From an optimization exercise on the open Yosys and OpenROAD flow, aimed at small area, a short achievable clock period and few clock cycles; shortcuts taken in it are not production practice.
RTL that was checked went through simulation tests only; none was proved equivalent to the original.
Only the layout flow was run in runs 4 to 8; the RTL was not checked for function there.
No activity file was given, so power comes from the tool's default toggle rates.

===== design.v =====
module frame_loader #(
    parameter int H_RES   = 640,
    parameter int V_RES   = 480,
    parameter int BPP     = 1,
    parameter int RAM_LAT = 1,
    parameter int ADDR_W  = 9,
    parameter int COORD_W = 11
) (
    input  logic           CLOCK_50,
    input  logic           reset_n,
    input  logic           start,
    input  logic           abort,
    input  logic           mirror,
    output logic           busy,
    output logic           done,
    output logic [ADDR_W-1:0]    read_addr,
    input  logic [H_RES*BPP-1:0] q,
    output logic [COORD_W-1:0]   pix_x,
    output logic [COORD_W-1:0]   pix_y,
    output logic [BPP-1:0]       pix_color,
    output logic                 pix_valid,
    input  logic                 pix_ready
);
    localparam int CW = 10;
    localparam int NC = 32;           
    localparam int NG = H_RES / NC;   
    localparam logic [CW-1:0]     X_LAST = H_RES - 1;
    localparam logic [ADDR_W-1:0] Y_LAST = V_RES - 1;
    localparam logic [CW-1:0]     PRE_FWD = '1;
    localparam logic [CW-1:0]     PRE_REV = H_RES;
    logic              busy_q, done_q, valid_q, wait_q, prime_q;
    logic [ADDR_W-1:0] y_q;
    logic              mirror_q, last_q, color_q;
    logic [CW-1:0]     x_q;
    logic [NG-1:0]     grp_q;     
    logic [3:0]        lo_q;      
    logic [7:0]        hi_q;      
    logic [4:0]        g_q;       
    logic hs, row_start, step, fill, mir;
    logic pix_d;
    assign hs        = valid_q && pix_ready;
    assign row_start = !busy_q || hs && last_q;    
    assign step      = prime_q || hs && !last_q;   
    assign fill      = step;                       
    assign mir       = busy_q ? mirror_q : mirror;
    logic [CW-1:0] x_next, x_next2, x_step;
    logic [CW-1:0] x_t, x_c1, x_c2;
    assign x_t = x_q ^ {CW{mirror_q}};
    always_comb begin
        x_c1[0] = 1'b1;
        x_c2[0] = 1'b0;
        x_c2[1] = 1'b1;
        for (int i = 1; i < CW; i++) x_c1[i] = x_c1[i-1] && x_t[i-1];
        for (int i = 2; i < CW; i++) x_c2[i] = x_c2[i-1] && x_t[i-1];
    end
    assign x_next  = x_q ^ x_c1;
    assign x_next2 = x_q ^ x_c2;
    logic [CW-1:0] x_d;
    logic          color_d;
    logic [CW-1:0] x_pre;
    assign x_pre = mir ? PRE_REV : PRE_FWD;
    for (genvar i = 0; i < CW; i++) begin : g_xmux
        fl_mux u_step (.s(step), .a(x_next[i]), .b(x_q[i]), .y(x_step[i]));
        fl_mux u_row (.s(row_start), .a(x_pre[i]), .b(x_step[i]), .y(x_d[i]));
    end
    logic color_n;
    assign color_n = prime_q ? (mirror_q ? q[H_RES-1] : q[0]) : pix_d;
    fl_mux u_cmux (.s(step), .a(color_n), .b(color_q), .y(color_d));
    logic [NC-1:0] csel;
    logic [NG-1:0] grp_d;
    always_comb
        for (int k = 0; k < NC; k++) csel[k] = lo_q[k % 4] && hi_q[k / 4];
    for (genvar j = 0; j < NG; j++) begin : g_grp
        logic [3:0] oct;
        for (genvar i = 0; i < 4; i++) begin : g_oct
            fl_oct u (.d(q[NC*j + 8*i +: 8]), .sel(csel[8*i +: 8]), .y(oct[i]));
        end
        logic [1:0] pair_n;
        fl_nor2 u_p0 (.a(oct[0]), .b(oct[1]), .y(pair_n[0]));
        fl_nor2 u_p1 (.a(oct[2]), .b(oct[3]), .y(pair_n[1]));
        fl_nand2 u_g (.a(pair_n[0]), .b(pair_n[1]), .y(grp_d[j]));
    end
    logic [NG-1:0] gsel;
    always_comb
        for (int j = 0; j < NG; j++) gsel[j] = g_q == 5'(j);
    assign pix_d = |(grp_q & gsel);
    always_ff @(posedge CLOCK_50 or negedge reset_n) begin
        if (!reset_n) begin
            busy_q  <= 1'b0;
            done_q  <= 1'b0;
            valid_q <= 1'b0;
            wait_q  <= 1'b0;
            prime_q <= 1'b0;
            y_q     <= '0;
        end else begin
            done_q <= 1'b0;
            if (!busy_q) begin
                if (start && !abort && !done_q) busy_q <= 1'b1;
                prime_q <= 1'b1;
            end else if (abort) begin
                busy_q  <= 1'b0;
                valid_q <= 1'b0;
                wait_q  <= 1'b0;
                prime_q <= 1'b0;
                y_q     <= '0;
            end else if (valid_q) begin
                if (pix_ready && last_q) begin
                    valid_q <= 1'b0;
                    if (y_q == Y_LAST) begin
                        busy_q <= 1'b0;
                        done_q <= 1'b1;
                        y_q    <= '0;
                    end else begin
                        wait_q <= 1'b1;
                        y_q    <= y_q + 1'b1;
                    end
                end
            end else if (wait_q) begin
                wait_q  <= 1'b0;
                prime_q <= 1'b1;
            end else if (prime_q) begin
                prime_q <= 1'b0;
                valid_q <= 1'b1;
            end
        end
    end
    always_ff @(posedge CLOCK_50) begin
        if (!busy_q) mirror_q <= mirror;
        if (row_start) begin
            last_q <= 1'b0;
            g_q    <= mir ? 5'(NG - 1) : 5'd0;
        end else if (step) begin
            last_q  <= x_q == (mirror_q ? 10'd1 : X_LAST - 1'b1);
            g_q     <= x_next2[9:5];
        end
        x_q     <= x_d;
        color_q <= color_d;
        if (row_start) begin
            lo_q <= mir ? 4'b0100 : 4'b0010;
            hi_q <= mir ? 8'h80 : 8'h01;
        end else if (fill) begin
            lo_q <= mirror_q ? {lo_q[0], lo_q[3:1]} : {lo_q[2:0], lo_q[3]};
            if (mirror_q ? lo_q[0] : lo_q[3])
                hi_q <= mirror_q ? {hi_q[0], hi_q[7:1]} : {hi_q[6:0], hi_q[7]};
        end
        if (fill) grp_q <= grp_d;
    end
    assign busy      = busy_q;
    assign done      = done_q;
    assign read_addr = y_q;
    assign pix_x     = {{(COORD_W-CW){1'b0}}, x_q};
    assign pix_y     = {{(COORD_W-ADDR_W){1'b0}}, y_q};
    assign pix_color = color_q;
    assign pix_valid = valid_q;
endmodule
module fl_nor2 (input logic a, b, output logic y);
    assign y = !(a || b);
endmodule
module fl_nand2 (input logic a, b, output logic y);
    assign y = !(a && b);
endmodule
module fl_oct (
    input  logic [7:0] d,
    input  logic [7:0] sel,
    output logic       y
);
    assign y = |(d & sel);
endmodule
module fl_mux (
    input  logic s,
    input  logic a,
    input  logic b,
    output logic y
);
    assign y = s ? a : b;
endmodule

===== flow/run.sh =====
#!/bin/bash
# The standard layout (standard.sh) with two changes to how it is made:
# every port is buffered by the smallest buffer, sky130_fd_sc_hd__buf_1,
# instead of the one buffer_ports picks; and the q pins are placed in bit
# order (flow/io.tcl) so that each 32-bit group of the colour select sits
# together on one edge.
set -euo pipefail
echo 'export BUFFER_PORTS_ARGS = -buffer_cell sky130_fd_sc_hd__buf_1' >> config.mk
echo "export IO_CONSTRAINTS = $PWD/flow/io.tcl" >> config.mk
if [[ -f flow/extra.mk ]]; then cat flow/extra.mk >> config.mk; fi
bash standard.sh > standard.log 2>&1

===== flow/io.tcl =====
# q pins in bit order, 160 to a side, so each 32-bit group of the colour
# select sits together on one edge
set sides {bottom right top left}
for {set s 0} {$s < 4} {incr s} {
  set names {}
  for {set i [expr {$s * 160}]} {$i < [expr {($s + 1) * 160}]} {incr i} {
    lappend names "q\[$i\]"
  }
  set_io_pin_constraint -region [lindex $sides $s]:* -pin_names $names -group -order
}

===== standard.sh =====
#!/bin/bash
# synth_recipe.tcl (not shown) runs the flow's synth.tcl, then flattens the netlist and writes it again
# the make line also repeats each setting of config.mk as NAME=value (left out here)
make -C /OpenROAD-flow-scripts/flow DESIGN_CONFIG=/design/flow/config.mk WORK_HOME=/design/flow/orfs CLKGATE_MAP_FILE= SYNTH_SCRIPT=/design/flow/synth_recipe.tcl "${@:-finish}"

===== config.mk =====
export PLATFORM = sky130hd
export DESIGN_NAME = frame_loader
export DESIGN_NICKNAME = frame_loader
export VERILOG_FILES = /design/flow/design.v
export SDC_FILE = /design/flow/constraint.sdc
export NUM_CORES = 4
export LEC_CHECK = 0
export CAP_MARGIN = 20
export CORE_AREA = 5 5 235 235
export CTS_BUF_LIST = sky130_fd_sc_hd__clkbuf_8
export DIE_AREA = 0 0 240 240
export PLACE_DENSITY = 0.8
export SETUP_SLACK_MARGIN = 3.0
export SLEW_MARGIN = 20
export SYNTH_HIERARCHICAL = 1
export SYNTH_MINIMUM_KEEP_SIZE = 0
export TNS_END_PERCENT = 25
export BUFFER_PORTS_ARGS = -buffer_cell sky130_fd_sc_hd__buf_1
export IO_CONSTRAINTS = /design/flow/flow/io.tcl

===== constraint.sdc =====
create_clock -name core_clock -period 5.0 [get_ports {CLOCK_50}]
set_input_delay 1.0000 -clock core_clock [delete_from_list [all_inputs] [get_ports {CLOCK_50}]]
set_output_delay 1.0000 -clock core_clock [all_outputs]
set_load 0.01 [all_outputs]

==> impl_metrics.tcl, run 1 <==
set metrics [dict create \
    io_buffers 677 \
    status "timing/DRC/antenna clean" \
    path_buf_inv 1 \
    grt_use_total 0.169 \
    tritoncts "yes" \
    synth-seq-cells 64 \
    final_antenna_net_count 0 \
    fin_cells 2166 \
    cts_root_buf "clkbuf_8" \
    synth_edf_count 37 \
    drive_gt1_frac 0.0969 \
    critical_path_arrival_ns 1.09 \
    min_path_type "flop to flop" \
    io_pins 681 \
    ys.warnings.count 7 \
    dieArea_um2 57600 \
    hold_violations 0 \
    worst_pin_slew_ns 0.762 \
    worstSetupPathType "flop to output port" \
    first_iter_violations 1265 \
    critPathCaptureType "output port" \
    grt_first_pass_wirelength_um 69100 \
    initial_core_util 0.129 \
    placed_cells 2127 \
    reg2reg_depth 7 \
    clk_latency_ns 0.35 \
    p_leak_nw 3.24 \
    h-tree-depth 3 \
    worstPathCellList "buf_2" \
    grt_start_max_net_pins 29 \
    crit_fanout 5 \
    crit_required_ns 4.00 \
    vias 11400 \
    synth_area_leaders "a22oi_1, edfxtp_1, nand4_1" \
    cap_viol_max_count 0 \
    grt_pass1_vias 9927 \
    viasPerCell 5.26 \
    gr-total-overflow 0 \
    hold_path_depth 1 \
    synth_top_area_share 0.357 \
    yosys.area.top_type "a22oi_1" \
    rsz0062_at_grt "yes" \
    start_kind "flop" \
    post_drt_wl_per_cell_um 25.7 \
    die_y_um 240 \
    syn_area_per_cell_um2 8.61 \
    async_flop_share 0.219 \
    max_freq_ghz 0.479 \
    synthFlopType "edfxtp_1" \
    core_area_um2 52400 \
    crit_path_top_delay_cell "dfrtp_1" \
    post-route-util 0.203 \
    finalClockSkew_ns 0.00974 \
    numClockSinks 64 \
    crit_cells 1 \
    fin_crit_sh 0.418 \
    synth_cells 784 \
    slowest_delay_ns 0.46 \
    finalSetupTns_ns 0 \
    drc 0 \
    area_delta_synth_final_pct 58.0 \
    synth_cell_types 56 \
    clk_pin_slew_ns 0.07 \
    ir_worst_vdd_mv 0.200 \
    drt-total-wl_um 55700 \
    relSlewSlack 0.492 \
    first_pass_iters 5 \
    cts_inserted_buffers 9 \
    gp_congestion 0.820 \
    power_density_nw_per_um2 266 \
    setup_viol 0 \
    final_nets 2118 \
    slew_violations 0 \
    fp-row-count 84 \
    cts_max_path_buffers 2 \
    finalCriticalPeriod_ns 2.09 \
    yosysSeqAreaShare 0.255 \
    antenna_found_initial 1 \
    die_x_um 240 \
    dp_hpwl_um 35100 \
    syn_area_um2 6750 \
    whs_ns 0.510 \
    cp_top_family "flip-flops" \
]
## repair_timing
| item | CTS | global route |
|---|---|---|
| hold buffers | 0 | 0 |
| setup endpoints to repair | 83 | 58 |
| resized for setup | 58 | 32 |
| setup buffers | 8 | 10 |
| pin swaps | 2 | 3 |
| gates cloned | 1 | 2 |
## kinds of logic (layout without fill, tap and decap cells)
kind of cell | after synthesis | count (layout) | synth area share
other cells | 2 | 7 | 0.00111
simple gates | 255 | 255 | 0.204
compound gates | 369 | 370 | 0.403
fa+ha+maj | 1 | 1 | 0.00185
mux | 41 | 41 | 0.0839
flops | 64 | 64 | 0.255
xor+xnor | 18 | 18 | 0.0233
buf+inv | 34 | 722 | 0.0276
## report_power, final
| group | internal (mW) | switching (mW) | total, mW |
|---|---|---|---|
| registers | 0.698 | 0.146 | 0.844 |
| clock network | 0.230 | 0.216 | 0.446 |
| logic | 0.591 | 0.960 | 1.55 |
## area by class of cell
| type | instances | area (µm²) |
|---|---|---|
| well taps | 688 | 861 |
| fillers | 5808 | 41800 |
| diodes | 2 | 5.00 |
| repair buffers | 699 | 2790 |
| multi-input cells | 690 | 5030 |
| clock buffers | 9 | 124 |
| flip-flops and latches | 64 | 1760 |
| clock inverters | 7 | 68.8 |
| inverters | 7 | 31.3 |
## path summary, 6_finish.rpt
path                               start        to  slack [ns]
worst max-delay path              y_q[8]  pix_y[8]        2.91
max in group asynchronous        reset_n    busy_q        3.75
worst min register to register   color_q   color_q        0.51
worst max register to register  mirror_q    x_q[9]        2.97
min in group asynchronous        reset_n    done_q        0.70
worst min-delay path             color_q   color_q        0.51
## Yosys stat by module, one instance, submodules excluded
module | copies in the design | cell area, µm² | cells inside
fl_mux | 21 | 15.0 | 1
fl_nand2 | 20 | 3.75 | 1
fl_nor2 | 40 | 3.75 | 1
fl_oct | 80 | 36.3 | 5
frame_loader | 1 | 3310 | 303
## per-layer routing
layer / global-route usage / vias up / wire length [µm]
met4: 0.0801 / 0 / 3140
met5: 0 / - / 0
met2: 0.281 / 1089 / 25900
met3: 0.0629 / 220 / 7540
met1: 0.193 / 5355 / 19100
li1: - / 4724 / -
## sequential cells by signal, summed over array words and instances (netlist names)
signal and cells:
wait_q 1, busy_q 1, mirror_q 1, prime_q 1, x_q 10, hi_q 8
grp_q 20, last_q 1, valid_q 1, done_q 1, y_q 9, color_q 1
lo_q 4, g_q 5
## cell usage in the layout, fill, tap and decap left out, drive strengths merged, types with 5 or more instances in the layout
master | netlist | final
dfxtp | 13 | 13
nand2 | 33 | 33
and2 | 36 | 36
edfxtp | 37 | 37
mux2i | 15 | 15
nor2 | 60 | 60
o21ai | 11 | 11
buf | 17 | 694
mux2 | 22 | 22
dfrtp | 14 | 14
nand3 | 7 | 7
clkbuf | 10 | 14
conb | 2 | 5
nand2b | 7 | 7
a21oi | 15 | 15
nand4 | 82 | 82
xor2 | 8 | 8
a22oi | 321 | 321
inv | 7 | 10
xnor2 | 10 | 10
## stage by stage
stage	power, mW	cell area [µm²]	worst slack, ns
6_report	2.84	10700	2.91
4_1_cts	2.73	10500	2.88
2_1_floorplan	1.53	6830	2.90
3_3_place_gp	2.22	10100	2.52
3_5_place_dp	2.24	10100	2.51
5_1_grt	2.95	10700	2.90
## cell usage after synthesis, types with 8 or more instances
master,count
a21oi_1,15
a22oi_1,321
and2_1,36
buf_4,13
clkbuf_1,10
dfrtp_1,14
dfxtp_1,13
edfxtp_1,37
mux2_4,21
mux2i_1,15
nand2_1,33
nand4_1,82
nor2_1,60
xnor2_1,10
xor2_1,8
Testbench counts, summed over its fixed seeds: cycles 4,930,576.
==> run 2, diff against run 1 <==
--- a/config.mk
+++ b/config.mk
@@ -9,3 +9,3 @@
 export CORE_AREA = 5 5 235 235
-export CTS_BUF_LIST = sky130_fd_sc_hd__clkbuf_8
+export CTS_BUF_LIST = sky130_fd_sc_hd__clkbuf_4 sky130_fd_sc_hd__clkbuf_8
 export DIE_AREA = 0 0 240 240
==> run 2 against run 1 <==
  * Highest routed layer unchanged
  * Non-clock buffer count stayed put
  * Sequential share of layout area stayed put
  * Synthesized cell count is the same
  * Power did not move
==> impl_metrics.tcl, run 2 <==
set metrics [dict create \
    critPathLaunch "y_q[8]" \
    hold_violations 0 \
    clk_latency_ns 0.35 \
    clk_pin_slew_ns 0.07 \
    regMostFlops "grp_q" \
    post_drt_wl_per_cell_um 25.7 \
    die_x_um 240 \
    path_buf_inv 1 \
    final_antenna_net_count 0 \
    gp_congestion 0.820 \
    finalSetupTns_ns 0 \
    drc 0 \
    ys.warnings.count 7 \
    numClockSinks 64 \
    clkPwrFrac 0.157 \
    h-tree-depth 3 \
    syn_area_per_cell_um2 8.61 \
    min_path_type "flop to flop" \
    viasPerCell 5.26 \
    rsz0062_at_grt "yes" \
    status "timing/DRC/antenna clean" \
    synth_most_common_cell "a22oi_1" \
    reg_top3 "grp_q x20, x_q x10, y_q x9" \
    largest_reg_flops 20 \
    yosys.area.top_type "a22oi_1" \
    tritoncts "yes" \
    synth_edf_count 37 \
    cts_inserted_buffers 9 \
    regArea_um2 1760 \
    ir_worst_vdd_mv 0.200 \
    first_iter_violations 1265 \
    p_int_mw 1.52 \
    synth_cell_types 56 \
    grt_use_total 0.169 \
    r2r_start "mirror_q" \
    fp-row-count 84 \
    initial_core_util 0.129 \
    crit_fanout 5 \
    slew_violations 0 \
    final_cell_mix "buf_1, a22oi_1, nand4_1, nor2_1, edfxtp_1" \
    worst_pin_slew_ns 0.762 \
    power_density_nw_per_um2 266 \
    syn_area_um2 6750 \
    gr-total-overflow 0 \
    post-route-util 0.203 \
    power_frac_comb 0.546 \
    antenna_found_initial 1 \
    timing.rr.end "x_q[9]" \
    multi_input_area_um2 5030 \
    cp_top_family "flip-flops" \
    cts_root_buf "clkbuf_8" \
    critical_path_arrival_ns 1.09 \
    max_freq_ghz 0.479 \
    final_common_cell "buf_1" \
    cts_max_path_buffers 2 \
    core_area_um2 52400 \
    async_flop_share 0.219 \
    synth_common_cells "a22oi_1, nand4_1, nor2_1, edfxtp_1, and2_1" \
    relSlewSlack 0.492 \
    switching_power_mw 1.32 \
    start_kind "flop" \
    grt_start_max_net_pins 29 \
    crit_path_top_delay_cell "dfrtp_1" \
    cap_viol_max_count 0 \
    power_frac_seq 0.297 \
    grt_first_pass_wirelength_um 69100 \
    p_leak_nw 3.24 \
    fin_crit_sh 0.418 \
    crit_required_ns 4.00 \
    final_nets 2118 \
    first_pass_iters 5 \
    regToRegSetupSlack_ns 2.97 \
    synth_top_area_share 0.357 \
    finalClockSkew_ns 0.00974 \
    drt-total-wl_um 55700 \
    yosysSeqAreaShare 0.255 \
    area_delta_synth_final_pct 58.0 \
    swShare 0.465 \
    worstPathCellList "buf_2" \
    cts_hold_buf 0 \
    io_pins 681 \
    reg2reg_depth 7 \
    drive_gt1_frac 0.0969 \
    vias 11400 \
    crit_cells 1 \
    crit_end "pix_y[8]" \
    dp_hpwl_um 35100 \
    worstSetupPathType "flop to output port" \
    synth_cells 784 \
    grt_pass1_vias 9927 \
    synth_area_leaders "a22oi_1, edfxtp_1, nand4_1" \
    synthFlopType "edfxtp_1" \
    fillers 5808 \
    io_buffers 677 \
    finalCriticalPeriod_ns 2.09 \
    critPathCaptureType "output port" \
    dieArea_um2 57600 \
    setup_viol 0 \
    slowest_delay_ns 0.46 \
    synth-seq-cells 64 \
    die_y_um 240 \
]
==> run 2: power by group through the flow <==
stage / clock [mW] / combinational, mW / sequential [mW]
6_report: 0.446 / 1.55 / 0.844
5_1_grt: 0.468 / 1.62 / 0.857
4_1_cts: 0.444 / 1.45 / 0.836
3_5_place_dp: 0 / 1.40 / 0.845
3_3_place_gp: 0 / 1.38 / 0.840
2_1_floorplan: 0 / 0.749 / 0.781
==> run 2: worst register-to-register path: cells and delay by family (launching register included) <==
kind	cells	cell delay [ns]
compound gates	2	0.63
mux	2	0.52
flops	1	0.40
xor+xnor	1	0.17
buf+inv	1	0.13
simple gates	1	0.07
==> run 2: cell families after synthesis <==
kind of cell / after synthesis / share of synthesized area
adders and majority gates: 1 / 0.00185
DFF: 64 / 0.255
buffers and inverters: 34 / 0.0276
other: 2 / 0.00111
xor gates and xnor gates: 18 / 0.0233
AOI/OAI and AO/OA: 369 / 0.403
muxes: 41 / 0.0839
and+or+nand+nor: 255 / 0.204
==> run 2: final cells by class <==
| cell class | instances | share of cell area |
|---|---|---|
| sequential | 64 | 0.165 |
| antenna | 2 | 0.000469 |
| inverter | 7 | 0.00293 |
| clock buffer | 9 | 0.0116 |
| timing repair buffer | 699 | 0.262 |
| clock inverter | 7 | 0.00645 |
| tap | 688 | 0.0807 |
| multi-input combinational | 690 | 0.471 |
==> run 2: worst min-delay path by stage <==
stage | cells past startpoint | startpoint | slack (ns) | end
detailed placement | 1 | color_q | 0.49 | color_q
finish | 1 | color_q | 0.51 | color_q
global route | 1 | color_q | 0.53 | color_q
CTS | 1 | color_q | 0.50 | color_q
floorplan | 2 | wait_q | 0.52 | wait_q
global placement | 1 | color_q | 0.48 | color_q
==> run 2: per-module statistics from Yosys (local to each module, per instance) <==
module	flip-flops and latches	area, µm²
fl_nor2	0	3.75
frame_loader	64	3310
fl_oct	0	36.3
fl_mux	0	15.0
fl_nand2	0	3.75
==> run 2: stage by stage <==
step / hold WS, ns / worst slack (ns) / power, mW / instances / area (µm²)
2_1_floorplan: 0.517 / 2.90 / 1.53 / 787 / 6830
3_3_place_gp: 0.479 / 2.52 / 2.22 / 2127 / 10100
3_5_place_dp: 0.487 / 2.51 / 2.24 / 2127 / 10100
4_1_cts: 0.502 / 2.88 / 2.73 / 2152 / 10500
5_1_grt: 0.528 / 2.90 / 2.95 / 2165 / 10700
6_report: 0.510 / 2.91 / 2.84 / 2166 / 10700
==> run 2: layer usage <==
metal	routed length [µm]	GRT usage
met4	3140	0.0801
met1	19100	0.193
met5	0	0
met3	7540	0.0629
met2	25900	0.281
==> run 2: repair_timing <==
item	4_1_cts	5_1_grt
buffers inserted	8	10
gates resized for setup	58	32
pin swaps	2	3
gates cloned	1	2
endpoints found under the setup margin	83	58
==> run 3, diff against run 2 <==
--- a/config.mk
+++ b/config.mk
@@ -8,5 +8,4 @@
 export CAP_MARGIN = 20
-export CORE_AREA = 5 5 235 235
-export CTS_BUF_LIST = sky130_fd_sc_hd__clkbuf_4 sky130_fd_sc_hd__clkbuf_8
-export DIE_AREA = 0 0 240 240
+export CORE_AREA = 3 3 231 231
+export DIE_AREA = 0 0 234 234
 export PLACE_DENSITY = 0.8
==> run 3 against run 2 <==
  * Hold slack worse by 0.0089 ns
  * Non-clock buffer count is 3 lower
  * Core utilization is 1.1 points higher
  * Synthesized area stayed put
  * Global-route usage is 4.1 points higher
  * Critical endpoint is now grp_q[5]
  * Still clean on timing, DRC and antenna
  * Power is 9.8% higher
  * Largest power group unchanged
==> impl_metrics.tcl, run 3 <==
set metrics [dict create \
    start_kind "flop" \
    reg_top3 "grp_q x20, x_q x10, y_q x9" \
    cts_max_path_buffers 2 \
    worst_pin_slew_ns 0.760 \
    fin_cells 2179 \
    grt_use_total 0.210 \
    grt_start_max_net_pins 29 \
    r2r_start "hi_q[7]" \
    synth_most_common_cell "a22oi_1" \
    synthAdderAreaFrac 0.00185 \
    p_leak_nw 3.35 \
    setup_ws_ns 2.89 \
    viasPerCell 5.40 \
    synth_common_cells "a22oi_1, nand4_1, nor2_1, edfxtp_1, and2_1" \
    worstPathCellList "and2_4, a22oi_1, nand4_1, nor2_1, nand2_1" \
    slowest_delay_ns 0.66 \
    status "timing/DRC/antenna clean" \
    max_freq_ghz 0.475 \
    yosys.area_share.xor_xnor 0.0233 \
    synth_cells 784 \
    ir_worst_vdd_mv 0.202 \
    first_pass_iters 6 \
    fp-row-count 82 \
    cap_viol_max_count 0 \
    tritoncts "yes" \
    hold_path_depth 1 \
    crit_fanout 20 \
    relSlewSlack 0.493 \
    clk_latency_ns 0.33 \
    fin_crit_sh 0.421 \
    numClockSinks 64 \
    worstSetupPathType "flop to flop" \
    synth_compound_area_frac 0.403 \
    synth_top_area_share 0.357 \
    cp_top_family "simple AND/OR/NAND/NOR gates" \
    finalSetupTns_ns 0 \
    setup_viol 0 \
    synthFlopType "edfxtp_1" \
    gr-total-overflow 0 \
    final_antenna_net_count 0 \
    final_cell_mix "buf_1, a22oi_1, nand4_1, nor2_1, edfxtp_1" \
    yosysSeqAreaShare 0.255 \
    largest_reg_flops 20 \
    grt_pass1_vias 9797 \
    syn_area_um2 6750 \
    synth_top_family_by_area "compound AO/OA/AOI/OAI gates" \
    final_common_cell "buf_1" \
    post_drt_wl_per_cell_um 28.9 \
    first_iter_violations 1713 \
    hold_violations 0 \
    clk_pin_slew_ns 0.05 \
    fin_total_pwr_mw 3.12 \
    antenna_found_initial 14 \
    io_pins 681 \
    place_ws_ns 2.50 \
    cts_inserted_buffers 9 \
    holdPathEnd "color_q" \
    synth-seq-cells 64 \
    min_path_type "flop to flop" \
    die_x_um 234 \
    yosys-mux-area-fraction 0.0839 \
    dieArea_um2 54800 \
    drt-total-wl_um 62900 \
    cts_root_buf "clkbuf_16" \
    regToRegSetupSlack_ns 2.89 \
    slew_violations 0 \
    timing.rr.end "grp_q[5]" \
    yosys.area.top_type "a22oi_1" \
    drc 0 \
    io_buffers 677 \
    regMostFlops "grp_q" \
    gp_congestion 0.831 \
    die_y_um 234 \
    yosys.area_share.simple 0.204 \
    synth_area_leaders "a22oi_1, edfxtp_1, nand4_1" \
    cts_hold_buf 0 \
    worstHoldStart "color_q" \
    power_density_nw_per_um2 286 \
    ys.warnings.count 7 \
    async_flop_share 0.219 \
    placed_cells 2110 \
    h-tree-depth 3 \
    vias 11800 \
    finalClockSkew_ns 0.00732 \
    fillers 5553 \
    grt_first_pass_wirelength_um 78300 \
    dp_hpwl_um 32400 \
    reg2reg_depth 5 \
    synth_cell_types 56 \
    drive_gt1_frac 0.101 \
    finalCriticalPeriod_ns 2.11 \
    critPathCaptureType "flop" \
    initial_core_util 0.133 \
    final_nets 2143 \
    critical_path_arrival_ns 2.22 \
    rsz0062_at_grt "yes" \
    synth_edf_count 37 \
    syn_area_per_cell_um2 8.61 \
    area_delta_synth_final_pct 61.5 \
    path_buf_inv 0 \
    core_area_um2 50800 \
    crit_required_ns 5.12 \
    crit_path_top_delay_cell "and2_4" \
]
[run 3: cell types whose count changed in the layout (fill, tap and decap cells not counted), moves of 4 or more]
cell and change:
clkbuf_8 -7, diode_2 +4, buf_1 +8, and2_2 +27, buf_4 -5, clkbuf_16 +9
buf_6 -4, dfrtp_2 -7, dfrtp_1 +7
[run 3: power by group]
group	switching (mW)	internal, mW
Combinational	1.04	0.599
Sequential	0.155	0.696
Clock	0.235	0.391
[run 3: cells by family after synthesis]
| kind of cell | after synthesis |
|---|---|
| other | 2 |
| flip-flops | 64 |
| AND/OR/NAND/NOR | 255 |
| XOR/XNOR | 18 |
| adder cells (fa/ha/maj) | 1 |
| AO/OA/AOI/OAI | 369 |
| multiplexers | 41 |
| buffers and inverters | 34 |
[run 3: timing repair]
| item | CTS | global route |
|---|---|---|
| hold endpoints to repair | 0 | 0 |
| pin swaps | 26 | 3 |
| gates resized for setup | 51 | 11 |
| cloned | 29 | 1 |
| endpoints found under the setup margin | 63 | 56 |
| setup buffers | 14 | 3 |
[run 3: per-module statistics from Yosys (local to each module, per instance)]
module | area [µm²] | cells inside | flops+latches | copies in the design
frame_loader | 3310 | 303 | 64 | 1
fl_mux | 15.0 | 1 | 0 | 21
fl_nand2 | 3.75 | 1 | 0 | 20
fl_oct | 36.3 | 5 | 0 | 80
fl_nor2 | 3.75 | 1 | 0 | 40
[run 3: routing by layer]
metal	track usage	vias up	routed length [µm]
met5	0.000893	-	63
met4	0.0719	6	2450
met3	0.0833	210	8500
met2	0.355	1109	29900
met1	0.241	5639	22000
li1	-	4802	-
[run 3: layout make-up]
cell class,count,area [µm²],area share
antenna,6,15.0,0.00138
timing repair buffer,696,2740,0.251
inverter,7,31.3,0.00287
tap,672,841,0.0771
multi-input combinational,718,5240,0.480
clock inverter,4,22.5,0.00207
clock buffer,12,278,0.0255
sequential,64,1740,0.160
[run 3: through the flow]
| step | cell area (µm²) | hold slack (ns) | util |
|---|---|---|---|
| floorplan | 6830 | 0.517 | - |
| global placement | 10100 | 0.477 | 0.198 |
| detailed placement | 10100 | 0.482 | 0.198 |
| CTS | 10800 | 0.494 | 0.213 |
| global route | 10900 | 0.534 | 0.214 |
| finish | 10900 | 0.501 | 0.215 |
[run 3: how the worst max path moves through the flow]
stage                          from       end  slack (ns)  depth (start not counted)
after floorplan           pix_ready    x_q[3]        2.90                          3
after global placement    pix_ready    x_q[8]        2.53                          4
after detailed placement  pix_ready    x_q[6]        2.50                          5
after CTS                    x_q[6]  pix_x[6]        2.92                          1
after global routing         g_q[1]   color_q        2.88                          4
final                       hi_q[7]  grp_q[5]        2.89                          5
[run 3: worst reg2reg max path, delay by kind of cell (launching register included)]
kind / cells / cell delay (ns)
AND/OR/NAND/NOR: 4 / 1.09
AO/OA/AOI/OAI: 1 / 0.16
flip-flops: 1 / 0.63
==> run 4, diff against run 3 <==
--- a/design.v
+++ b/design.v
@@ -61,5 +61,5 @@
     assign x_pre = mir ? PRE_REV : PRE_FWD;
+    assign x_step = row_start ? x_pre : x_next;
     for (genvar i = 0; i < CW; i++) begin : g_xmux
-        fl_mux u_step (.s(step), .a(x_next[i]), .b(x_q[i]), .y(x_step[i]));
-        fl_mux u_row (.s(row_start), .a(x_pre[i]), .b(x_step[i]), .y(x_d[i]));
+        fl_mux u_load (.s(row_start || step), .a(x_step[i]), .b(x_q[i]), .y(x_d[i]));
     end
--- a/config.mk
+++ b/config.mk
@@ -8,4 +8,4 @@
 export CAP_MARGIN = 20
-export CORE_AREA = 3 3 231 231
-export DIE_AREA = 0 0 234 234
+export CORE_AREA = 5 5 235 235
+export DIE_AREA = 0 0 240 240
 export PLACE_DENSITY = 0.8
==> run 4 against run 3 <==
  * Still clean
  * Design area is 0.57% higher
  * Non-clock buffer count increased by 13
  * Sequential power fell by 11%
  * Critical endpoint is now busy
==> impl_metrics.tcl, run 4 <==
set metrics [dict create \
    first_iter_violations 1160 \
    swShare 0.449 \
    cp_top_family "flip-flops" \
    worstSetupPathType "flop to output port" \
    grt_use_total 0.165 \
    critical_path_arrival_ns 1.10 \
    synth_top_family_by_area "compound AO/OA/AOI/OAI gates" \
    switching_power_mw 1.40 \
    cts_max_path_buffers 2 \
    gr-total-overflow 0 \
    synth_cell_types 50 \
    yosys.area.top_type "a22oi_1" \
    yosys.area_share.simple 0.208 \
    gp_congestion 0.859 \
    final_antenna_net_count 0 \
    setup_viol 0 \
    cap_viol_max_count 0 \
    clk_latency_ns 0.33 \
    dieArea_um2 57600 \
    whs_ns 0.500 \
    synth_compound_area_frac 0.415 \
    start_kind "flop" \
    max_freq_ghz 0.477 \
    post_drt_wl_per_cell_um 30.6 \
    finalClockSkew_ns 0.00644 \
    yosysSeqAreaShare 0.259 \
    syn_area_per_cell_um2 8.54 \
    grt_start_max_net_pins 33 \
    clkPwrFrac 0.232 \
    clk_pin_slew_ns 0.05 \
    grt_first_pass_wirelength_um 67600 \
    status "timing/DRC/antenna clean" \
    finalCriticalPeriod_ns 2.10 \
    grt_pass1_vias 9688 \
    reg_top3 "grp_q x20, x_q x10, y_q x9" \
    io_buffers 677 \
    viasPerCell 5.20 \
    fin_crit_sh 0.419 \
    core_area_um2 52400 \
    synth-seq-cells 64 \
    synthAdderAreaFrac 0.00188 \
    crit_fanout 11 \
    critPathCaptureType "output port" \
    final_common_cell "buf_1" \
    final_nets 2152 \
    crit_required_ns 4.00 \
    rsz0062_at_grt "yes" \
    relSlewSlack 0.495 \
    hold_violations 0 \
    final_cell_mix "buf_1, a22oi_1, nand4_1, nor2_1, and2_4" \
    drive_gt1_frac 0.105 \
    synth_cells 778 \
    synth_top_area_share 0.366 \
    p_int_mw 1.72 \
    placed_cells 2121 \
    crit_path_top_delay_cell "dfrtp_2" \
    fin_cells 2200 \
    initial_core_util 0.127 \
    power_frac_comb 0.525 \
    h-tree-depth 3 \
    multi_input_area_um2 5180 \
    yosys.area_share.xor_xnor 0.0198 \
    antenna_found_initial 9 \
    ir_worst_vdd_mv 0.204 \
    syn_area_um2 6640 \
    synth_most_common_cell "a22oi_1" \
    first_pass_iters 6 \
    finalSetupTns_ns 0 \
    post_dp_cell_area_um2 9960 \
    worst_pin_slew_ns 0.757 \
    vias 11400 \
    die_x_um 240 \
    slowest_delay_ns 0.57 \
    slew_violations 0 \
    numClockSinks 64 \
    largest_reg_flops 20 \
    area_delta_synth_final_pct 65.1 \
    drc 0 \
    synthFlopType "edfxtp_1" \
    fin_area_um2 11000 \
    path_buf_inv 1 \
    synth_area_leaders "a22oi_1, edfxtp_1, nand4_1" \
    cts_inserted_buffers 9 \
    dp_hpwl_um 33300 \
    power_frac_seq 0.243 \
    async_flop_share 0.219 \
    p_leak_nw 3.34 \
    cts_hold_buf 0 \
    drt-total-wl_um 67300 \
    fillers 5800 \
    ys.warnings.count 7 \
    power_density_nw_per_um2 284 \
    regMostFlops "grp_q" \
    tritoncts "yes" \
    worstPathCellList "buf_1" \
    io_pins 681 \
    regArea_um2 1730 \
    die_y_um 240 \
    cts_root_buf "clkbuf_16" \
    synth_edf_count 37 \
    min_path_type "flop to flop" \
    fp-row-count 84 \
    yosys-mux-area-fraction 0.0672 \
    synth_common_cells "a22oi_1, nand4_1, nor2_1, edfxtp_1, nand2_1" \
]
## run 4: cell types whose count changed in the layout (fill, tap and decap cells not counted), moves of 6 or more
| cell | before | now |
|---|---|---|
| buf_4 | 14 | 26 |
| mux2_4 | 21 | 11 |
| and2_2 | 28 | 22 |
| and2_4 | 33 | 43 |
## run 4: cell families (layout without fill, tap and decap cells)
kind of cell	count (synthesis)	after routing
AO/OA/AOI/OAI	377	377
AND/OR/NAND/NOR	255	286
flip-flops	64	64
multiplexers	34	34
buffers and inverters	31	730
XOR/XNOR	15	15
adder cells (fa/ha/maj)	1	1
other	1	5
## run 4: final cells by class
| cell class | instances | share of cell area |
|---|---|---|
| Multi-Input combinational cell | 716 | 0.473 |
| Timing Repair Buffer | 709 | 0.258 |
| Sequential cell | 64 | 0.158 |
| Tap cell | 688 | 0.0785 |
| Clock buffer | 9 | 0.0205 |
| Clock inverter | 7 | 0.0110 |
| Inverter | 5 | 0.00171 |
| Antenna cell | 2 | 0.000456 |
## run 4: routing by layer
layer	up-vias	GRT usage	wire, µm
li1	4832	-	-
met3	191	0.0454	7820
met1	5341	0.186	24800
met5	-	0	7
met4	2	0.0782	3570
met2	1076	0.287	31100
## run 4: final timing paths
| kind | startpoint | to | slack [ns] | cells after the start |
|---|---|---|---|---|
| setup / recovery | busy_q | busy | 2.90 | 1 |
| hold / removal | color_q | color_q | 0.50 | 1 |
| setup reg to reg | lo_q[0] | grp_q[14] | 2.93 | 6 |
| hold reg to reg | color_q | color_q | 0.50 | 1 |
| max in group asynchronous | reset_n | busy_q | 3.76 | 1 |
| min in group asynchronous | reset_n | y_q[6] | 0.72 | 1 |
## run 4: what timing repair did
action                                  in CTS  in global routing
buffers inserted                             6                 24
endpoints found under the setup margin      68                 60
gates cloned                                 1                 30
pin swaps                                    1                 23
endpoints found under the hold margin        0                  0
resized for setup                           49                 32
## run 4: power groups by stage
stage	Sequential [mW]	Clock [mW]	Combinational, mW
2_1_floorplan	0.731	0	0.653
3_3_place_gp	0.765	0	1.28
3_5_place_dp	0.768	0	1.29
4_1_cts	0.768	0.721	1.34
5_1_grt	0.769	0.749	1.71
6_report	0.758	0.722	1.63
## run 4: modules after synthesis (local to each module, per instance)
module / cell area [µm²] / flops+latches / cells inside
fl_mux: 15.0 / 0 / 1
fl_nand2: 3.75 / 0 / 1
fl_nor2: 3.75 / 0 / 1
fl_oct: 36.3 / 0 / 5
frame_loader: 3350 / 64 / 307
## run 4: stage by stage
step,setup WS [ns],util,power [mW]
after floorplan,2.90,-,1.38
after CTS,2.88,0.199,2.82
final,2.90,0.209,3.11
after detailed placement,2.40,0.190,2.06
after global routing,2.84,0.209,3.22
after global placement,2.44,0.190,2.04
==> run 5, diff against run 4 <==
--- a/config.mk
+++ b/config.mk
@@ -9,2 +9,3 @@
 export CORE_AREA = 5 5 235 235
+export CTS_BUF_LIST = sky130_fd_sc_hd__clkbuf_8
 export DIE_AREA = 0 0 240 240
==> run 5 against run 4 <==
  * Still clean
  * Flip-flop and latch count unchanged
  * Sequential share of layout area increased by 0.39 points
  * Clock-buffer cell count unchanged
  * Via count decreased by 0.32%
  * Clock power decreased by 25%
  * Wire length decreased by 3.7%
  * Register-to-register slack about the same
  * Global-route usage about the same
  * Critical path depth increased by 3
  * Hold slack improved by 0.0075 ns
  * Combinational power decreased by 4%
  * Maximum frequency decreased by 0.98%
  * Critical path type is now primary input to flop
==> impl_metrics.tcl, run 5 <==
set metrics [dict create \
    regToRegSetupSlack_ns 2.92 \
    io_buffers 677 \
    synthFlopType "edfxtp_1" \
    final_common_cell "buf_1" \
    cts_inserted_buffers 9 \
    status "timing/DRC/antenna clean" \
    die_y_um 240 \
    p_leak_nw 3.23 \
    finalSetupTns_ns 0 \
    h-tree-depth 3 \
    timing.rr.end "grp_q[14]" \
    ys.warnings.count 7 \
    critical_path_arrival_ns 2.12 \
    first_pass_iters 5 \
    grt_pass1_vias 9730 \
    fin_total_pwr_mw 2.88 \
    first_iter_violations 1300 \
    cap_viol_max_count 0 \
    regMostFlops "grp_q" \
    ir_worst_vdd_mv 0.186 \
    slew_violations 0 \
    gr-total-overflow 0 \
    crit_fanout 14 \
    setup_viol 0 \
    reg_top3 "grp_q x20, x_q x10, y_q x9" \
    core_area_um2 52400 \
    async_flop_share 0.219 \
    clk_pin_slew_ns 0.07 \
    syn_area_per_cell_um2 8.54 \
    initial_core_util 0.127 \
    numClockSinks 64 \
    cts_max_path_buffers 2 \
    synth_cells 778 \
    worstSetupPathType "primary input to flop" \
    fp-row-count 84 \
    vias 11400 \
    whs_ns 0.508 \
    finalCriticalPeriod_ns 2.12 \
    hold_path_depth 1 \
    reg2reg_depth 6 \
    finalClockSkew_ns 0.00900 \
    clk_latency_ns 0.34 \
    dp_hpwl_um 33300 \
    synth-seq-cells 64 \
    synth_top_area_share 0.366 \
    hold_violations 0 \
    post_drt_wl_per_cell_um 29.6 \
    io_pins 681 \
    grt_use_total 0.165 \
    fin_crit_sh 0.424 \
    rsz0062_at_grt "yes" \
    yosysSeqAreaShare 0.259 \
    antenna_found_initial 8 \
    grt_first_pass_wirelength_um 67500 \
    fin_cells 2187 \
    placed_cells 2121 \
    yosys.area.top_type "a22oi_1" \
    worst_pin_slew_ns 0.778 \
    synth_cell_types 50 \
    power_density_nw_per_um2 267 \
    drc 0 \
    max_freq_ghz 0.472 \
    start_kind "primary input" \
    synth_most_common_cell "a22oi_1" \
    area_delta_synth_final_pct 62.0 \
    tritoncts "yes" \
    worstHoldStart "color_q" \
    drive_gt1_frac 0.0996 \
    grt_start_max_net_pins 33 \
    drt-total-wl_um 64800 \
    synth_edf_count 37 \
    min_path_type "flop to flop" \
    critPathCaptureType "flop" \
    dieArea_um2 57600 \
    final_cell_mix "buf_1, a22oi_1, nand4_1, nor2_1, and2_4" \
    syn_area_um2 6640 \
    final_antenna_net_count 0 \
    holdPathEnd "color_q" \
    viasPerCell 5.21 \
    final_nets 2138 \
    r2r_start "lo_q[0]" \
    synth_common_cells "a22oi_1, nand4_1, nor2_1, edfxtp_1, nand2_1" \
    synth_area_leaders "a22oi_1, edfxtp_1, nand4_1" \
    crit_required_ns 5.01 \
    die_x_um 240 \
    relSlewSlack 0.481 \
    cts_root_buf "clkbuf_8" \
    gp_congestion 0.859 \
    largest_reg_flops 20 \
]
## run 5: cell counts after synthesis
No cell type changed its count.
## run 5: what timing repair did
action	CTS	global route
gates cloned	1	23
hold buffers	0	0
resized for setup	54	27
endpoints found under the hold margin	0	0
pin swaps	1	10
endpoints found under the setup margin	67	70
setup buffers	6	17
## run 5: cells by family after synthesis
| group | share of synthesized area |
|---|---|
| AOI/OAI and AO/OA | 0.415 |
| xor gates and xnor gates | 0.0198 |
| adders and majority gates | 0.00188 |
| buffers and inverters | 0.0284 |
| DFF | 0.259 |
| muxes | 0.0672 |
| other | 0.000564 |
| and+or+nand+nor | 0.208 |
## run 5: final cells by class
class / count / area [µm²]
fill: 5828 / 41700
timing repair buffer: 703 / 2780
sequential: 64 / 1740
tap: 688 / 861
antenna: 3 / 7.51
inverter: 5 / 18.8
clock buffer: 9 / 124
multi-input combinational: 708 / 5110
clock inverter: 7 / 120
## run 5: per-stage QoR
step | setup WS [ns] | instance area (µm²) | utilization
floorplan | 2.90 | 6670 | -
global placement | 2.44 | 9960 | 0.190
detailed placement | 2.40 | 9960 | 0.190
CTS | 2.90 | 10400 | 0.198
global route | 2.83 | 10800 | 0.205
finish | 2.88 | 10800 | 0.205
## run 5: worst max-delay path by stage
stage / end / depth (start not counted) / start / slack (ns)
floorplan: y_q[6] / 5 / abort / 2.90
detailed placement: x_q[0] / 6 / pix_ready / 2.40
global placement: x_q[0] / 6 / pix_ready / 2.44
global route: hi_q[7] / 4 / pix_ready / 2.83
CTS: busy / 1 / busy_q / 2.90
finish: hi_q[7] / 4 / pix_ready / 2.88
## run 5: critical path: stages
cell	delay, ns
buf_2	0.18
nand3_1	0.25
and2_4	0.32
a32oi_4	0.37
## run 5: power by group
group	switching [mW]	internal, mW
sequential	0.101	0.666
clock	0.211	0.332
combinational	1.03	0.541
## run 5: per-layer routing
metal,vias to the layer above,global-route usage,wire length [µm]
li1,4801,-,-
met1,5386,0.184,23300
met2,1043,0.289,30900
met3,171,0.0492,7660
met4,4,0.0750,2970
met5,-,0,27
## run 5: modules after synthesis, one instance, submodules excluded
module / area, µm² / flops+latches / cells inside
fl_mux: 15.0 / 0 / 1
fl_nand2: 3.75 / 0 / 1
fl_nor2: 3.75 / 0 / 1
fl_oct: 36.3 / 0 / 5
frame_loader: 3350 / 64 / 307
==> run 6, diff against run 5 <==
--- a/design.v
+++ b/design.v
@@ -61,5 +61,5 @@
     assign x_pre = mir ? PRE_REV : PRE_FWD;
-    assign x_step = row_start ? x_pre : x_next;
     for (genvar i = 0; i < CW; i++) begin : g_xmux
-        fl_mux u_load (.s(row_start || step), .a(x_step[i]), .b(x_q[i]), .y(x_d[i]));
+        fl_mux u_step (.s(step), .a(x_next[i]), .b(x_q[i]), .y(x_step[i]));
+        fl_mux u_row (.s(row_start), .a(x_pre[i]), .b(x_step[i]), .y(x_d[i]));
     end
@@ -68,15 +68,13 @@
     fl_mux u_cmux (.s(step), .a(color_n), .b(color_q), .y(color_d));
-    logic [NC-1:0] csel;
     logic [NG-1:0] grp_d;
-    always_comb
-        for (int k = 0; k < NC; k++) csel[k] = lo_q[k % 4] && hi_q[k / 4];
-    for (genvar j = 0; j < NG; j++) begin : g_grp
-        logic [3:0] oct;
-        for (genvar i = 0; i < 4; i++) begin : g_oct
-            fl_oct u (.d(q[NC*j + 8*i +: 8]), .sel(csel[8*i +: 8]), .y(oct[i]));
+    for (genvar s = 0; s < 4; s++) begin : g_side
+        logic [NC-1:0] csel;
+        fl_cdec u_dec (.lo(lo_q), .hi(hi_q), .sel(csel));
+        for (genvar j = s * NG / 4; j < (s + 1) * NG / 4; j++) begin : g_grp
+            logic [3:0] oct;
+            for (genvar i = 0; i < 4; i++) begin : g_oct
+                fl_oct u (.d(q[NC*j + 8*i +: 8]), .sel(csel[8*i +: 8]), .y(oct[i]));
+            end
+            assign grp_d[j] = |oct;
         end
-        logic [1:0] pair_n;
-        fl_nor2 u_p0 (.a(oct[0]), .b(oct[1]), .y(pair_n[0]));
-        fl_nor2 u_p1 (.a(oct[2]), .b(oct[3]), .y(pair_n[1]));
-        fl_nand2 u_g (.a(pair_n[0]), .b(pair_n[1]), .y(grp_d[j]));
     end
@@ -155,7 +153,9 @@
 endmodule
-module fl_nor2 (input logic a, b, output logic y);
-    assign y = !(a || b);
-endmodule
-module fl_nand2 (input logic a, b, output logic y);
-    assign y = !(a && b);
+module fl_cdec (
+    input  logic [3:0]  lo,
+    input  logic [7:0]  hi,
+    output logic [31:0] sel
+);
+    always_comb
+        for (int k = 0; k < 32; k++) sel[k] = lo[k % 4] && hi[k / 4];
 endmodule
--- a/config.mk
+++ b/config.mk
@@ -9,6 +9,4 @@
 export CORE_AREA = 5 5 235 235
-export CTS_BUF_LIST = sky130_fd_sc_hd__clkbuf_8
 export DIE_AREA = 0 0 240 240
-export PLACE_DENSITY = 0.8
-export SETUP_SLACK_MARGIN = 3.0
+export SETUP_SLACK_MARGIN = 2.9
 export SLEW_MARGIN = 20
@@ -16,3 +14,3 @@
 export SYNTH_MINIMUM_KEEP_SIZE = 0
-export TNS_END_PERCENT = 25
+export TNS_END_PERCENT = 5
 export BUFFER_PORTS_ARGS = -buffer_cell sky130_fd_sc_hd__buf_1
==> run 6 against run 5 <==
  * Sequential power increased by 7.0%
  * Setup slack got worse by 0.080 ns
  * Combinational power increased by 12%
==> impl_metrics.tcl, run 6 <==
set metrics [dict create \
    synth_top_area_share 0.329 \
    worstPathCellList "buf_1" \
    die_y_um 240 \
    clk_pin_slew_ns 0.06 \
    max_freq_ghz 0.455 \
    final_antenna_net_count 0 \
    reg_top3 "grp_q x20, x_q x10, y_q x9" \
    post_drt_wl_per_cell_um 27.1 \
    critical_path_arrival_ns 1.20 \
    cts_root_buf "clkbuf_16" \
    slew_violations 0 \
    cp_top_family "flip-flops" \
    rsz0062_at_grt "yes" \
    tritoncts "yes" \
    cap_viol_max_count 0 \
    first_iter_violations 1217 \
    yosys.area.top_type "a22oi_1" \
    regArea_um2 1730 \
    setup_viol 0 \
    first_pass_iters 6 \
    area_delta_synth_final_pct 62.2 \
    grt_first_pass_wirelength_um 79600 \
    setup_ws_ns 2.80 \
    regMostFlops "grp_q" \
    worstSetupPathType "flop to output port" \
    path_buf_inv 1 \
    syn_area_per_cell_um2 8.61 \
    synth_cells 848 \
    clk_latency_ns 0.36 \
    worst_pin_slew_ns 0.924 \
    synth_cell_types 53 \
    fin_cells 2252 \
    fp-row-count 84 \
    drive_gt1_frac 0.150 \
    core_area_um2 52400 \
    finalClockSkew_ns 0.0138 \
    critPathCaptureType "output port" \
    ir_worst_vdd_mv 0.145 \
    place_ws_ns 1.94 \
    gr-total-overflow 0 \
    ys.warnings.count 8 \
    synth_edf_count 37 \
    start_kind "flop" \
    power_density_nw_per_um2 277 \
    grt_use_total 0.192 \
    whs_ns 0.560 \
    finalSetupTns_ns 0 \
    largest_reg_flops 20 \
    dieArea_um2 57600 \
    slowest_delay_ns 0.52 \
    fin_crit_sh 0.440 \
    post_dp_cell_area_um2 10600 \
    vias 11800 \
    synth-seq-cells 64 \
    drt-total-wl_um 60900 \
    io_buffers 677 \
    synth_area_leaders "a22oi_1, edfxtp_1, and2_1" \
    cts_max_path_buffers 2 \
    synth_common_cells "a22oi_1, and2_1, nand4_1, edfxtp_1, nand2_1" \
    final_cell_mix "buf_1, a22oi_1, nand4_1, and2_4" \
    status "timing/DRC/antenna clean" \
    p_leak_nw 3.73 \
    regToRegSetupSlack_ns 2.83 \
    fin_area_um2 11800 \
    antenna_found_initial 7 \
    syn_area_um2 7300 \
    grt_pass1_vias 11200 \
    cts_hold_buf 0 \
    crit_required_ns 4.00 \
    hold_violations 0 \
    die_x_um 240 \
    fillers 5901 \
    viasPerCell 5.25 \
    min_path_type "flop to flop" \
    grt_start_max_net_pins 29 \
    crit_fanout 8 \
    fin_total_pwr_mw 3.28 \
    placed_cells 2199 \
    relSlewSlack 0.384 \
    final_nets 2204 \
    multi_input_area_um2 5780 \
    crit_path_top_delay_cell "dfxtp_1" \
    initial_core_util 0.139 \
    io_pins 681 \
    dp_hpwl_um 47600 \
    finalCriticalPeriod_ns 2.20 \
    final_common_cell "buf_1" \
    post-route-util 0.226 \
    numClockSinks 64 \
    synth_most_common_cell "a22oi_1" \
    yosysSeqAreaShare 0.236 \
    h-tree-depth 3 \
    drc 0 \
    async_flop_share 0.219 \
    synthFlopType "edfxtp_1" \
    cts_inserted_buffers 9 \
    gp_congestion 1.22 \
]
==> run 6: cell count changes in the layout (fill, tap and decap cells not counted), sizes merged, moves of 4 or more <==
cell	change
a22oi	-5
a31oi	-4
and2	+72
buf	+17
inv	+6
mux2	+14
nand2	-10
nand3	+5
nor2	-48
or4	+16
==> run 6: worst paths after layout <==
| check | start | end | cells after the start |
|---|---|---|---|
| setup / recovery | x_q[1] | pix_x[1] | 1 |
| hold / removal | done_q | busy_q | 3 |
| setup reg to reg | lo_q[0] | grp_q[1] | 6 |
| hold reg to reg | done_q | busy_q | 3 |
| max in group asynchronous | reset_n | busy_q | 1 |
| min in group asynchronous | reset_n | y_q[8] | 1 |
==> run 6: worst register-to-register path: stages (launching register included) <==
cell and delay [ns]:
edfxtp_1 0.40, buf_6 0.17, buf_16 0.17, and2_1 0.27
a22oi_2 0.17, nand4_1 0.12, or4_4 0.59
==> run 6: modules after synthesis, one instance, submodules excluded <==
module,cells,area [µm²]
frame_loader,299,3280
fl_cdec,32,200
fl_oct,5,36.3
fl_mux,1,15.0
==> run 6: cell type report <==
cell class                      count  share of cell area
Tap cell                          688              0.0727
Timing Repair inverter              1            0.000634
Antenna cell                        2            0.000423
Sequential cell                    64               0.146
Multi-Input combinational cell    753               0.488
Clock inverter                      6             0.00613
Timing Repair Buffer              719               0.261
Inverter                            9             0.00317
Clock buffer                       10              0.0211
==> run 6: cell families after synthesis <==
| family | Yosys count | share of synthesized area |
|---|---|---|
| buffers and inverters | 35 | 0.0278 |
| multiplexers | 43 | 0.0776 |
| AO/OA/AOI/OAI | 370 | 0.373 |
| XOR/XNOR | 16 | 0.0192 |
| AND/OR/NAND/NOR | 317 | 0.264 |
| adder cells (fa/ha/maj) | 1 | 0.00171 |
| other | 2 | 0.00103 |
| flip-flops | 64 | 0.236 |
==> run 6: timing repair <==
item                       CTS  global route
gates resized for setup    107           110
pin swaps                    5             6
setup endpoints to repair   91            83
cloned                       6             1
setup buffers               28             0
==> run 6: power by group <==
group	leakage [nW]	internal [mW]	switching (mW)
registers	0.647	0.693	0.128
logic	2.92	0.749	1.02
clock network	0.157	0.423	0.275
total	3.73	1.86	1.42
==> run 6: layer usage <==
| layer | wire, µm | global-route usage | vias up |
|---|---|---|---|
| met4 | 2180 | 0.0653 | 2 |
| met2 | 29900 | 0.337 | 1021 |
| met1 | 22400 | 0.231 | 5643 |
| met5 | 7 | 0 | - |
| met3 | 6430 | 0.0440 | 130 |
| li1 | - | - | 5017 |
==> run 7, diff against run 6 <==
--- a/design.v
+++ b/design.v
@@ -68,2 +68,21 @@
     fl_mux u_cmux (.s(step), .a(color_n), .b(color_q), .y(color_d));
+    logic [3:0] lo_d, lo_n;
+    logic [7:0] hi_d, hi_n;
+    logic       hi_en;
+    always_comb begin
+        if (row_start) begin
+            lo_n = mir ? 4'b0100 : 4'b0010;
+            hi_n = mir ? 8'h80 : 8'h01;
+        end else begin
+            lo_n = mirror_q ? {lo_q[0], lo_q[3:1]} : {lo_q[2:0], lo_q[3]};
+            hi_n = mirror_q ? {hi_q[0], hi_q[7:1]} : {hi_q[6:0], hi_q[7]};
+        end
+    end
+    assign hi_en = row_start || fill && (mirror_q ? lo_q[0] : lo_q[3]);
+    for (genvar i = 0; i < 4; i++) begin : g_lomux
+        fl_mux u (.s(row_start || fill), .a(lo_n[i]), .b(lo_q[i]), .y(lo_d[i]));
+    end
+    for (genvar i = 0; i < 8; i++) begin : g_himux
+        fl_mux u (.s(hi_en), .a(hi_n[i]), .b(hi_q[i]), .y(hi_d[i]));
+    end
     logic [NG-1:0] grp_d;
@@ -135,10 +154,4 @@
         color_q <= color_d;
-        if (row_start) begin
-            lo_q <= mir ? 4'b0100 : 4'b0010;
-            hi_q <= mir ? 8'h80 : 8'h01;
-        end else if (fill) begin
-            lo_q <= mirror_q ? {lo_q[0], lo_q[3:1]} : {lo_q[2:0], lo_q[3]};
-            if (mirror_q ? lo_q[0] : lo_q[3])
-                hi_q <= mirror_q ? {hi_q[0], hi_q[7:1]} : {hi_q[6:0], hi_q[7]};
-        end
+        lo_q <= lo_d;
+        hi_q <= hi_d;
         if (fill) grp_q <= grp_d;
==> run 7 against run 6 <==
  * Highest routed layer unchanged
  * Global-route usage shrank 0.86 points
  * Non-clock buffer count shrank 23
  * Combinational power shrank 34%
  * Hold slack lost 0.030 ns
  * Register-to-register slack lost 0.09 ns
  * Still clean
  * Critical path type is now flop to flop
  * Die area is the same
==> impl_metrics.tcl, run 7 <==
set metrics [dict create \
    max_freq_ghz 0.442 \
    synth_cells 851 \
    drive_gt1_frac 0.0994 \
    die_y_um 240 \
    first_iter_violations 1418 \
    critical_path_arrival_ns 2.32 \
    fp-row-count 84 \
    cap_viol_max_count 0 \
    crit_required_ns 5.05 \
    power_density_nw_per_um2 238 \
    final_antenna_net_count 0 \
    io_buffers 677 \
    finalSetupTns_ns 0 \
    r2r_start "hi_q[4]" \
    h-tree-depth 3 \
    clk_pin_slew_ns 0.05 \
    syn_area_per_cell_um2 8.63 \
    gr-total-overflow 0 \
    power_frac_comb 0.436 \
    viasPerCell 5.21 \
    ys.warnings.count 8 \
    slew_violations 0 \
    relSlewSlack 0.444 \
    die_x_um 240 \
    final_nets 2181 \
    drt-total-wl_um 57800 \
    syn_area_um2 7340 \
    critPathCaptureType "flop" \
    numClockSinks 64 \
    synth_area_leaders "a22oi_1, and2_1, edfxtp_1" \
    synth_common_cells "a22oi_1, and2_1, nand4_1, mux2_4" \
    regMostFlops "grp_q" \
    synth_top_area_share 0.329 \
    path_buf_inv 1 \
    p_leak_nw 3.66 \
    grt_start_max_net_pins 36 \
    status "timing/DRC/antenna clean" \
    clkPwrFrac 0.254 \
    worstHoldStart "color_q" \
    switching_power_mw 1.04 \
    synth_edf_count 25 \
    start_kind "flop" \
    worstSetupPathType "flop to flop" \
    yosys.area.top_type "a22oi_1" \
    vias 11600 \
    tritoncts "yes" \
    first_pass_iters 6 \
    worstPathCellList "buf_4, and2_1, a22oi_1, nand4_1, or4_4" \
    p_int_mw 1.66 \
    gp_congestion 1.22 \
    fin_crit_sh 0.453 \
    drc 0 \
    io_pins 681 \
    yosysSeqAreaShare 0.218 \
    ir_worst_vdd_mv 0.192 \
    swShare 0.385 \
    crit_path_top_delay_cell "or4_4" \
    grt_first_pass_wirelength_um 76600 \
    finalCriticalPeriod_ns 2.26 \
    post_drt_wl_per_cell_um 25.9 \
    final_cell_mix "buf_1, a22oi_1, and2_1, nand4_1, mux2_4" \
    antenna_found_initial 11 \
    setup_viol 0 \
    min_path_type "flop to flop" \
    cts_hold_buf 0 \
    synth_most_common_cell "a22oi_1" \
    rsz0062_at_grt "yes" \
    worst_pin_slew_ns 0.834 \
    initial_core_util 0.140 \
    cts_root_buf "clkbuf_16" \
    grt_use_total 0.183 \
    synthFlopType "edfxtp_1" \
    dp_hpwl_um 47800 \
    cts_inserted_buffers 9 \
    finalClockSkew_ns 0.0118 \
    largest_reg_flops 20 \
    power_frac_seq 0.310 \
    dieArea_um2 57600 \
    final_common_cell "buf_1" \
    synth_cell_types 53 \
    async_flop_share 0.219 \
    core_area_um2 52400 \
    post-route-util 0.216 \
    synth-seq-cells 64 \
    critPathLaunch "hi_q[4]" \
    area_delta_synth_final_pct 54.2 \
    crit_fanout 12 \
    hold_violations 0 \
    cts_max_path_buffers 2 \
    slowest_delay_ns 0.50 \
    cp_top_family "simple AND/OR/NAND/NOR gates" \
    reg_top3 "grp_q x20, x_q x10, y_q x9" \
    grt_pass1_vias 11000 \
    clk_latency_ns 0.34 \
]
run 7: per-module statistics from Yosys, one instance, submodules excluded:
module / flip-flops and latches / cells
fl_cdec: 0 / 32
frame_loader: 64 / 290
fl_mux: 0 / 1
fl_oct: 0 / 5
run 7: path summary, 6_finish.rpt:
check | cells past startpoint | slack [ns] | endpoint
max in group asynchronous | 1 | 3.69 | busy_q
max | 5 | 2.74 | grp_q[19]
max reg2reg | 5 | 2.74 | grp_q[19]
min | 1 | 0.53 | color_q
min reg2reg | 1 | 0.53 | color_q
min in group asynchronous | 1 | 0.74 | wait_q
run 7: area by class of cell:
cell class | count | area [µm²]
multi-input cells | 756 | 5740
fillers | 5938 | 41100
inverters | 6 | 26.3
diodes | 2 | 5.00
flip-flops and latches | 64 | 1620
clock buffers | 10 | 239
clock inverters | 6 | 81.3
repair buffers | 696 | 2740
well taps | 688 | 861
repair inverters | 1 | 7.51
run 7: logic make-up after synthesis:
kind of cell	after synthesis	synth area share
adder cells (fa/ha/maj)	1	0.00170
AND/OR/NAND/NOR	312	0.261
flip-flops	64	0.218
multiplexers	57	0.107
buffers and inverters	34	0.0256
other	2	0.00102
AO/OA/AOI/OAI	364	0.365
XOR/XNOR	17	0.0203
run 7: timing repair:
item	in CTS	in global routing
gates cloned	1	0
buffers inserted	6	0
endpoints found under the setup margin	84	70
pin swaps	2	0
gates resized for setup	41	52
hold endpoints to repair	0	0
run 7: per-stage QoR:
step,hold slack (ns),instances,power (mW),setup slack [ns],cell area (µm²)
CTS,0.548,2227,2.69,2.76,11200
floorplan,0.505,854,1.32,2.56,7390
global placement,0.524,2203,1.94,1.94,10700
finish,0.530,2229,2.69,2.74,11300
global route,0.564,2228,2.83,2.75,11300
detailed placement,0.535,2204,1.94,1.92,10700
run 7: power groups by stage:
stage / Sequential (mW) / Combinational (mW) / Clock [mW]
floorplan: 0.774 / 0.543 / 0
global placement: 0.841 / 1.10 / 0
detailed placement: 0.841 / 1.10 / 0
CTS: 0.835 / 1.16 / 0.696
global route: 0.853 / 1.26 / 0.714
finish: 0.835 / 1.17 / 0.684
run 7: routing by layer:
metal  vias to the layer above  GRT usage  part of all wire
li1                       4956          -                 -
met1                      5475      0.219              0.37
met2                      1013      0.319              0.48
met3                       168     0.0380             0.099
met4                         2     0.0786             0.052
met5                         -          0           0.00024
==> run 8, diff against run 7 <==
--- a/design.v
+++ b/design.v
@@ -96,3 +96,6 @@
             end
-            assign grp_d[j] = |oct;
+            logic [1:0] pair_n;
+            fl_nor2 u_p0 (.a(oct[0]), .b(oct[1]), .y(pair_n[0]));
+            fl_nor2 u_p1 (.a(oct[2]), .b(oct[3]), .y(pair_n[1]));
+            fl_nand2 u_g (.a(pair_n[0]), .b(pair_n[1]), .y(grp_d[j]));
         end
@@ -174,2 +177,8 @@
 endmodule
+module fl_nor2 (input logic a, b, output logic y);
+    assign y = !(a || b);
+endmodule
+module fl_nand2 (input logic a, b, output logic y);
+    assign y = !(a && b);
+endmodule
 module fl_oct (
--- a/config.mk
+++ b/config.mk
@@ -10,3 +10,4 @@
 export DIE_AREA = 0 0 240 240
-export SETUP_SLACK_MARGIN = 2.9
+export PLACE_DENSITY = 0.8
+export SETUP_SLACK_MARGIN = 3.0
 export SLEW_MARGIN = 20
@@ -14,3 +15,3 @@
 export SYNTH_MINIMUM_KEEP_SIZE = 0
-export TNS_END_PERCENT = 5
+export TNS_END_PERCENT = 25
 export BUFFER_PORTS_ARGS = -buffer_cell sky130_fd_sc_hd__buf_1
==> run 8 against run 7 <==
  * Still clean
  * Setup slack gained 0.15 ns
  * Flip-flop and latch count did not move
  * Die area is the same
  * Clock power about the same
  * Combinational power grew about 10%
  * First-iteration DRC count shrank 13%
  * Sequential share of layout area down 0.18 points
  * Hold slack worse by 0.020 ns
  * Power grew 3.2%
  * Register-to-register slack better by 0.15 ns
  * Via count up 4.0%
  * Highest routed layer is now met4
==> impl_metrics.tcl, run 8 <==
set metrics [dict create \
    power_density_nw_per_um2 239 \
    synth_common_cells "a22oi_1, and2_1, nand4_1, nor2_1, nand2_1" \
    synthFlopType "edfxtp_1" \
    die_y_um 240 \
    final_nets 2240 \
    numClockSinks 64 \
    min_path_type "flop to flop" \
    grt_first_pass_wirelength_um 80100 \
    fin_total_pwr_mw 2.78 \
    gr-total-overflow 0 \
    hold_violations 0 \
    p_leak_nw 3.78 \
    io_pins 681 \
    final_antenna_net_count 0 \
    clk_latency_ns 0.34 \
    ys.warnings.count 8 \
    grt_start_max_net_pins 28 \
    worstSetupPathType "flop to flop" \
    start_kind "flop" \
    regMostFlops "grp_q" \
    cts_hold_buf 0 \
    ir_worst_vdd_mv 0.172 \
    initial_core_util 0.142 \
    status "timing/DRC/antenna clean" \
    critPathCaptureType "flop" \
    worstPathCellList "buf_12, or4b_4, mux2i_4, buf_4, xor2_1, mux2_4, mux2_4" \
    crit_path_top_delay_cell "or4b_4" \
    grt_pass1_vias 11500 \
    gp_congestion 1.02 \
    area_delta_synth_final_pct 56.3 \
    finalSetupTns_ns 0 \
    clk_pin_slew_ns 0.06 \
    crit_fanout 6 \
    syn_area_per_cell_um2 8.32 \
    first_pass_iters 6 \
    io_buffers 677 \
    tritoncts "yes" \
    grt_use_total 0.192 \
    syn_area_um2 7430 \
    drc 0 \
    dieArea_um2 57600 \
    die_x_um 240 \
    max_freq_ghz 0.473 \
    vias 12100 \
    synth_cell_types 58 \
    reg_top3 "grp_q x20, x_q x10, y_q x9" \
    post-route-util 0.221 \
    post_drt_wl_per_cell_um 26.4 \
    core_area_um2 52400 \
]
## run 8: cell types whose count changed in the layout (fill, tap and decap cells not counted), sizes merged, moves of 6 or more
cell / change
buf: +12
nor2: +36
nand2: +18
or4: -21
nand3: +6
diode: +7
## run 8: layout make-up
class,count,area [µm²]
Tap cell,688,861
Clock inverter,7,95.1
Timing Repair inverter,1,7.51
Timing Repair Buffer,710,2900
Clock buffer,9,225
Inverter,10,41.3
Multi-Input combinational cell,797,5820
Sequential cell,64,1640
Antenna cell,9,22.5
Fill cell,5839,40800
## run 8: final timing paths
path | startpoint | to | slack [ns] | cells after the start
hold reg to reg | hi_q[7] | hi_q[7] | 0.51 | 1
max in group asynchronous | reset_n | valid_q | 3.66 | 1
min in group asynchronous | reset_n | y_q[0] | 0.76 | 1
hold / removal | hi_q[7] | hi_q[7] | 0.51 | 1
setup / recovery | mirror_q | x_q[4] | 2.88 | 7
setup reg to reg | mirror_q | x_q[4] | 2.88 | 7
## run 8: kinds of logic (layout without fill, tap and decap cells)
kind of cell / count (synthesis) / after routing / synth area share
AND/OR/NAND/NOR: 347 / 347 / 0.265
buffers and inverters: 36 / 737 / 0.0258
AO/OA/AOI/OAI: 373 / 374 / 0.369
XOR/XNOR: 16 / 16 / 0.0189
adder cells (fa/ha/maj): 1 / 1 / 0.00168
multiplexers: 54 / 54 / 0.104
flip-flops: 64 / 64 / 0.216
other: 2 / 14 / 0.00101
## run 8: power breakdown
part | internal (mW) | switching (mW)
clock | 0.437 | 0.248
sequential | 0.684 | 0.123
combinational | 0.521 | 0.765
## run 8: per-module statistics from Yosys (local to each module, per instance)
module,times used,cells inside,cell area [µm²]
frame_loader,1,272,3000
fl_cdec,4,32,200
fl_oct,80,5,36.3
fl_mux,33,1,15.0
fl_nand2,20,1,3.75
fl_nor2,40,1,3.75
## run 8: timing repair
action / CTS / global route
gates cloned: 3 / 0
resized for setup: 45 / 68
pin swaps: 5 / 3
endpoints found under the hold margin: 0 / 0
endpoints found under the setup margin: 106 / 96
buffers inserted: 15 / 3
## run 8: per-stage QoR
step	std cells	worst slack [ns]	area [µm²]	hold WS, ns
6_report	2295	2.88	11600	0.510
5_1_grt	2286	2.84	11600	0.529
4_1_cts	2283	2.87	11400	0.508
3_5_place_dp	2249	1.94	10800	0.487
3_3_place_gp	2249	2.01	10800	0.477
2_1_floorplan	896	2.59	7490	0.515
## run 8: layer usage
metal / part of all wire / GRT usage
met5: 0 / 0
met4: 0.061 / 0.104
met3: 0.12 / 0.0557
met2: 0.47 / 0.320
met1: 0.35 / 0.222
## run 8: worst max-delay path: cells and delay by family, from the launching register on
family	cells	cell delay, ns
DFF	1	0.36
muxes	3	0.81
buffers and inverters	2	0.27
xor gates and xnor gates	1	0.08
and+or+nand+nor	1	0.47

Re-timed with assumed drivers on the ports (clkbuf_16 on the clock, buf_2 on other inputs), run 8 has 2.848 ns of setup slack against 2.884 ns with ideal ports, and 2.516 ns once port delays also move by the mid clock arrival of 0.373 ns.
